Source: an optimization exercise on an open RTL-to-GDS flow (aim: a short achievable clock period and few clock cycles per item). Production flows keep margins and buffers that such runs may drop.
Function was checked by simulation only, so behaviour that the tests miss may differ from the original.

==> flow/design.v, too long to show whole: its modules and the start of the top module <==
// module mg_a21oi: 3 lines
// module mg_inv: 3 lines
// module mg_nand2: 3 lines
// module mg_nor2: 3 lines
// module mg_o21ai: 3 lines
// module mg_or2: 3 lines
// module mg_xnor2: 3 lines
// module mg_xor2: 3 lines
// module array_multiplier: 3675 lines
module array_multiplier (
	input  logic        clk,
	input  logic        reset,
	input  logic        in_valid,
	input  logic [15:0] x,
	input  logic [15:0] y,
	output logic        product_valid,
	output logic [31:0] product
);
  // ...
==> flow/run.sh <==
#!/bin/bash
# synth_recipe.tcl (not shown) runs the flow's synth.tcl, then flattens the netlist and writes it again
# the make line also repeats each setting of config.mk as NAME=value (left out here)
make -C /OpenROAD-flow-scripts/flow DESIGN_CONFIG=/design/flow/config.mk WORK_HOME=/design/flow/orfs CLKGATE_MAP_FILE= SYNTH_SCRIPT=/design/flow/synth_recipe.tcl finish
==> flow/config.mk <==
export PLATFORM = sky130hd
export DESIGN_NAME = array_multiplier
export DESIGN_NICKNAME = array_multiplier
export VERILOG_FILES = /design/flow/design.v
export SDC_FILE = /design/flow/constraint.sdc
export NUM_CORES = 4
export LEC_CHECK = 0
export CAP_MARGIN = 20
export CORE_MARGIN = 2
export CORE_UTILIZATION = 40
export SETUP_SLACK_MARGIN = 3.7
export SLEW_MARGIN = 20
export SYNTH_HIERARCHICAL = 1
==> flow/constraint.sdc <==
create_clock -name core_clock -period 6.0 [get_ports {clk}]
set_input_delay 1.2000 -clock core_clock [delete_from_list [all_inputs] [get_ports {clk}]]
set_output_delay 1.2000 -clock core_clock [all_outputs]
set_load 0.01 [all_outputs]
==> results.py, run 1 <==
metrics = {
    "logic_synthesis": {
        "synth_area_um2": 13700,
        "synth.distinct_cells": 11,
        "avgSynthCellArea_um2": 7.44,
        "synth_compound_area_share_pct": 6.23,
        "yosysSeqAreaShare_pct": 35.0,
        "yosysWarningCount": 7,
        "synthesis.nets": 1878,
        "synthArstFlopShare_pct": 0,
        "synth_edf_count": 0,
    },
    "global_routing": {
        "grt_util_met3_pct": 2.95,
    },
    "detailed_routing": {
        "antenna_left": 0,
        "wl_met2_um": 20300,
        "drt_iter0_markers": 577,
    },
    "cells_and_area": {
        "clkbuf_count": 35,
        "multi_input_area_um2": 12200,
        "layout_commonest_cell": "nand2_1",
    },
    "sta": {
        "final.setup.tns_ns": 0,
        "slew-limit-headroom_pct": 63.1,
    },
    "outcome": {
        "status": "no timing/DRC/antenna violations",
    },
    "placement": {
        "dp_cells": 2345,
    },
    "worst_setup_path": {
        "crit_arrival_ns": 1.33,
        "path_cells": "a21oi_4 > xnor2_2 > buf_2",
        "crit_buf_inv": 1,
    },
    "clock_network": {
        "cts_root_buffer": "clkbuf_16",
        "ctsHoldBuffers": 0,
    },
}
Testbench counts, summed over its fixed seeds: cycles 6,392, products 3,200.
==> run 2, diff against run 1 <==
--- a/flow/config.mk
+++ b/flow/config.mk
@@ -8,6 +8,6 @@
 export CAP_MARGIN = 20
 export CORE_MARGIN = 2
 export CORE_UTILIZATION = 40
-export SETUP_SLACK_MARGIN = 3.7
+export SETUP_SLACK_MARGIN = 3.5
 export SLEW_MARGIN = 20
 export SYNTH_HIERARCHICAL = 1
==> results.py, run 2 <==
metrics = {
    "outcome": {
        "status": "no timing/DRC/antenna violations",
    },
    "worst_setup_path": {
        "cp-start-kind": "flip-flop",
        "rr_startpoint": "r1_n944",
        "setup.worst_path.start": "r2_n1517",
        "endpoint_kind": "primary output",
        "crit_arrival_ns": 1.34,
        "endpoint": "product[26]",
        "reg2reg_to": "r2_n1534",
        "ff2ff_setup_slack_ns": 3.52,
        "worst-r2r-cell-count": 10,
        "critPathRequiredTime_ns": 4.80,
        "critical_path_class": "reg -> out",
        "cp_max_fo": 1,
    },
    "clock_network": {
        "cts_buffer_depth": 3,
        "cts.clk_slew.worst_paths_ns": 0.06,
        "clock_latency_ns": 0.53,
        "h-tree-depth": 1,
        "cts_tree": "yes",
        "ctsHoldBuffers": 0,
        "cts_root_buffer": "clkbuf_16",
        "clkSinkCount": 240,
        "cts_buffers": 27,
    },
    "logic_synthesis": {
        "synth.distinct_cells": 11,
        "yosys.area.top_type": "dfxtp_1",
        "yosysWarningCount": 7,
        "synthTopCellsByArea": "dfxtp_1 35%, xor2_1 28%, nand2_1 24%",
        "synth_flop_cell": "dfxtp_1",
        "synth_edf_count": 0,
        "synthesis.nets": 1878,
        "yosysMostFrequentCell": "nand2_1",
        "ys_ff_latch": 240,
        "synth_area_um2": 13700,
        "yosysSeqAreaShare_pct": 35.0,
        "netlist_top_cells_count": "891 x nand2_1, 431 x xor2_1, 240 x dfxtp_1, 70 x nor2_1, 69 x a21oi_2",
        "synthCells": 1843,
        "avgSynthCellArea_um2": 7.44,
        "yosysTopAreaCellShare_pct": 35.0,
        "synthArstFlopShare_pct": 0,
    },
    "sta": {
        "hold_viol": 0,
        "fmax_ghz": 0.394,
        "drv_slew": 0,
        "worstMarginPinSlew_ns": 0.512,
        "setup_viol": 0,
        "skew_ns": 0.0127,
        "final.setup.tns_ns": 0,
        "fin_crit_ns": 2.54,
        "rsz0062_at_grt": "true",
        "fin_crit_sh_pct": 42.3,
        "slew-limit-headroom_pct": 65.7,
    },
    "detailed_routing": {
        "viasPerCell": 4.63,
        "routed-via-count": 11225,
        "antenna_left": 0,
        "drt_iter0_markers": 659,
        "drc": 0,
        "wl_per_cell_um": 15.2,
        "wirelength_um": 36900,
        "first_pass_iters": 5,
    },
    "cells_and_area": {
        "num_antenna_cells": 0,
        "drive_above_1_share_pct": 19.3,
        "areaGrowthSynthToFinish_pct": 24.5,
        "layout_common_cells": "864 x nand2_1, 339 x xor2_1, 228 x dfxtp_1",
        "layout_commonest_cell": "nand2_1",
        "final_cell_area_um2": 17100,
        "largest_register_ffs": 2,
        "nets": 1996,
        "top_register": "valid_pipe",
        "fin_util_pct": 50.8,
    },
    "die": {
        "start_util_pct": 40.8,
        "core_area_um2": 33600,
        "die_w_um": 189,
        "die_y_um": 189,
        "rows": 67,
        "fp.dieArea_um2": 35800,
        "io_pins": 68,
    },
    "global_routing": {
        "grt_antenna_before_repair": 0,
        "grt_pass1_wl_um": 57200,
        "grt_max_degree": 17,
        "grt_pass1_vias": 10592,
        "grt.total_usage_pct": 20.4,
        "grt_remaining_overflow": 0,
    },
    "placement": {
        "portBuffers": 67,
        "place_hpwl_um": 27000,
        "dpl_cell_area_um2": 14700,
        "place.gp.congestion": 0.891,
    },
    "run": {
        "maxCapViolations": 0,
    },
    "worst_hold_path": {
        "min_path_type": "reg -> reg",
    },
}
-- run 2: cell counts after synthesis --
No cell type changed its count.
-- run 2: metrics by stage --
step	hold slack (ns)	cells	setup WS, ns
after CTS	0.335	2402	3.42
after floorplan	0.310	1843	3.50
after global routing	0.339	2426	3.37
after detailed placement	0.321	2330	2.03
final	0.335	2426	3.46
after global placement	0.317	2330	2.04
-- run 2: Yosys stat by module (local to each module, per instance) --
| module | copies in the design | flip-flops and latches | cells | area, um^2 |
|---|---|---|---|---|
| mg_or2 | 15 | 0 | 1 | 6.26 |
| mg_inv | 10 | 0 | 1 | 3.75 |
| mg_xor2 | 431 | 0 | 1 | 8.76 |
| mg_a21oi | 69 | 0 | 1 | 8.76 |
| mg_o21ai | 50 | 0 | 1 | 5.00 |
| array_multiplier | 1 | 240 | 274 | 5060 |
| mg_xnor2 | 33 | 0 | 1 | 8.76 |
| mg_nor2 | 70 | 0 | 1 | 3.75 |
| mg_nand2 | 891 | 0 | 1 | 3.75 |
-- run 2: cell families after synthesis --
family                    share of synthesized area, %
AOI/OAI and AO/OA                                 6.23
xor gates and xnor gates                          29.6
buffers and inverters                             2.03
DFF                                               35.0
and+or+nand+nor                                   27.1
-- run 2: per-layer routing --
layer	vias up	GRT usage, %	routed length [um]
li1	5835	-	-
met1	5136	28.3	17600
met2	203	33.8	16900
met3	51	2.47	1680
met4	0	5.05	770
met5	-	0	0
-- run 2: how the worst min path moves through the flow --
stage          cells past startpoint  endpoint  startpoint
2_1_floorplan                      0  r2_n1294    r1_n1294
3_3_place_gp                       0  r2_n1574    r1_n1574
3_5_place_dp                       0  r2_n1574    r1_n1574
4_1_cts                            0  r2_n1294    r1_n1294
5_1_grt                            0  r2_n1574    r1_n1574
6_report                           0  r2_n1574    r1_n1574
-- run 2: cell type report --
cell class / instances / area [um^2]
timing repair buffer: 121 / 1030
tap: 448 / 561
fill: 3207 / 16500
multi-input combinational: 1561 / 9710
clock buffer: 35 / 756
sequential: 240 / 4820
clock inverter: 11 / 154
inverter: 10 / 37.5
-- run 2: repair_timing --
item                       4_1_cts  5_1_grt
cloned                           1        0
gates resized for setup        325      161
pin swaps                       58       89
setup buffers                   25       24
setup endpoints to repair      224      117
-- run 2: critical path, cell delays in order, from the launching register on --
cell     delay [ns]
dfxtp_2        0.33
a21oi_4        0.22
xnor2_2        0.13
buf_2          0.14
==> run 3, diff against run 2 <==
--- a/flow/config.mk
+++ b/flow/config.mk
@@ -7,7 +7,7 @@
 export LEC_CHECK = 0
 export CAP_MARGIN = 20
 export CORE_MARGIN = 2
-export CORE_UTILIZATION = 40
-export SETUP_SLACK_MARGIN = 3.5
+export CORE_UTILIZATION = 30
+export SETUP_SLACK_MARGIN = 3.7
 export SLEW_MARGIN = 20
 export SYNTH_HIERARCHICAL = 1
==> results.py, run 3 <==
metrics = {
    "outcome": {
        "status": "no timing/DRC/antenna violations",
    },
    "logic_synthesis": {
        "synthTopCellsByArea": "dfxtp_1 35%, xor2_1 28%, nand2_1 24%",
        "synthesis.nets": 1878,
        "synthCells": 1843,
        "avgSynthCellArea_um2": 7.44,
        "yosys.area.top_type": "dfxtp_1",
        "yosysTopAreaCellShare_pct": 35.0,
        "yosysWarningCount": 7,
        "synthArstFlopShare_pct": 0,
        "yosysMostFrequentCell": "nand2_1",
        "yosysSeqAreaShare_pct": 35.0,
        "ys_ff_latch": 240,
        "synth_edf_count": 0,
        "synth_flop_cell": "dfxtp_1",
        "netlist_top_cells_count": "891 x nand2_1, 431 x xor2_1, 240 x dfxtp_1, 70 x nor2_1, 69 x a21oi_2",
        "synth.distinct_cells": 11,
        "synth_area_um2": 13700,
    },
    "global_routing": {
        "grt.total_usage_pct": 16.2,
        "grt_remaining_overflow": 0,
        "grt_antenna_before_repair": 0,
        "grt_pass1_vias": 11515,
        "grt_pass1_wl_um": 60400,
        "grt_max_degree": 17,
    },
    "sta": {
        "hold_viol": 0,
        "fin_crit_sh_pct": 42.9,
        "fmax_ghz": 0.388,
        "rsz0062_at_grt": "true",
        "slew-limit-headroom_pct": 68.2,
        "final.setup.tns_ns": 0,
        "worstMarginPinSlew_ns": 0.476,
        "drv_slew": 0,
        "setup_viol": 0,
        "fin_crit_ns": 2.57,
        "skew_ns": 0.0220,
    },
    "clock_network": {
        "h-tree-depth": 1,
        "cts_root_buffer": "clkbuf_16",
        "cts.clk_slew.worst_paths_ns": 0.06,
        "cts_buffer_depth": 3,
        "cts_tree": "yes",
        "cts_buffers": 28,
        "clkSinkCount": 240,
        "clock_latency_ns": 0.56,
    },
    "detailed_routing": {
        "viasPerCell": 4.49,
        "drc": 0,
        "drt_iter0_markers": 594,
        "antenna_left": 0,
        "first_pass_iters": 7,
        "wirelength_um": 42000,
        "routed-via-count": 12134,
        "wl_per_cell_um": 15.5,
    },
    "die": {
        "start_util_pct": 30.3,
        "io_pins": 68,
        "die_y_um": 218,
        "rows": 78,
        "fp.dieArea_um2": 47400,
        "core_area_um2": 45300,
        "die_w_um": 218,
    },
    "cells_and_area": {
        "nets": 2118,
        "n_fill_cell": 4100,
        "areaGrowthSynthToFinish_pct": 56.6,
        "num_antenna_cells": 0,
        "top_register": "valid_pipe",
        "layout_common_cells": "721 x nand2_1, 220 x xor2_1, 217 x dfxtp_1",
        "layout_commonest_cell": "nand2_1",
        "multi_input_area_um2": 12200,
        "largest_register_ffs": 2,
        "drive_above_1_share_pct": 38.9,
        "regArea_um2": 4840,
        "final_cell_area_um2": 21500,
    },
    "placement": {
        "portBuffers": 67,
        "place_hpwl_um": 27600,
        "dpl_cell_area_um2": 16300,
        "place.gp.congestion": 0.841,
    },
    "worst_setup_path": {
        "critPathRequiredTime_ns": 4.80,
        "cp-start-kind": "flip-flop",
        "critical_path_class": "reg -> out",
        "endpoint_kind": "primary output",
        "ff2ff_setup_slack_ns": 3.49,
        "crit_arrival_ns": 1.37,
        "cp_max_fo": 1,
    },
    "worst_hold_path": {
        "min_path_type": "reg -> reg",
    },
    "run": {
        "maxCapViolations": 0,
    },
}
==> run 3: kinds of logic after synthesis <==
family | count (synthesis) | share of synthesized area, %
flops | 240 | 35.0
xor+xnor | 464 | 29.6
compound gates | 119 | 6.23
simple gates | 978 | 27.1
buf+inv | 42 | 2.03
==> run 3: per-module statistics from Yosys, one instance, submodules excluded <==
module	cell area (um^2)	cells inside	times used
mg_a21oi	8.76	1	69
mg_or2	6.26	1	15
mg_inv	3.75	1	10
mg_nand2	3.75	1	891
mg_xor2	8.76	1	431
mg_o21ai	5.00	1	50
array_multiplier	5060	274	1
mg_xnor2	8.76	1	33
mg_nor2	3.75	1	70
==> run 3: repair_timing <==
action                     in CTS  in global routing
hold buffers                    0                  0
buffers inserted               71                 74
pin swaps                     126                215
cloned                          4                  3
setup endpoints to repair     235                132
gates resized for setup       528                327
==> run 3: metal layers <==
metal  global-route usage, %  vias to the layer above  wire (um)
met3                    2.15                       88       2010
met5                       0                        -          0
li1                        -                     6005          -
met2                    27.5                      299      20800
met1                    21.4                     5742      18100
met4                    4.81                        0       1150
==> run 3: path summary, 6_finish.rpt <==
check                 from          end  depth (start not counted)
setup / recovery  r2_n1537  product[22]                          3
hold / removal    r1_n1574     r2_n1574                          0
setup reg to reg   r1_n709     r2_n1534                         13
hold reg to reg   r1_n1574     r2_n1574                          0
==> run 3: worst max-delay path: stages (launching register included) <==
cell	delay, ns
dfxtp_2	0.33
a21oi_4	0.16
xnor2_2	0.16
buf_2	0.18
==> run 3: stage by stage <==
| step | worst slack (ns) | std cells | util, % | hold WS (ns) |
|---|---|---|---|---|
| 5_1_grt | 3.37 | 2702 | 47.4 | 0.334 |
| 3_3_place_gp | 1.89 | 2501 | 35.9 | 0.313 |
| 2_1_floorplan | 3.54 | 1843 | - | 0.310 |
| 4_1_cts | 3.38 | 2625 | 42.0 | 0.325 |
| 3_5_place_dp | 1.84 | 2501 | 35.9 | 0.312 |
| 6_report | 3.43 | 2702 | 47.4 | 0.325 |
==> run 3: cell type report <==
type / count / area share (%)
Clock inverter: 18 / 1.19
Clock buffer: 31 / 3.41
Inverter: 10 / 0.175
Sequential cell: 240 / 22.5
Tap cell: 600 / 3.49
Timing Repair Buffer: 242 / 12.2
Multi-Input combinational cell: 1561 / 57.0

## static timing again, ports no longer ideal
In the flow no input, the clock included, has a driving cell. The finished layouts below were timed again as built, in two steps.
Step 1 assumes that a clkbuf_16 drives the clock port and a buf_2 every other input.
Step 2 also shifts input and output timing later by t, the mid clock arrival at the registers, as if the neighbouring blocks saw the same clock.
a / b / c = no drivers / after step 1 / after step 2; a / b = the first two.
run	t (ns)	setup WS [ns]	latest minus earliest clock arrival (ns)	worst register clock-pin slew, ns
run 1	0.581	3.465 / 3.417 / 2.998	0.023 / 0.023	0.07 / 0.07
run 2	0.573	3.459 / 3.411 / 2.980	0.013 / 0.014	0.06 / 0.06
run 3	0.597	3.426 / 3.373 / 2.993	0.022 / 0.022	0.06 / 0.06
After both steps every run listed still meets setup and hold. For run 2, which loses most, drivers alone change the setup slack by -0.048 ns; drivers and shift together by -0.479 ns.
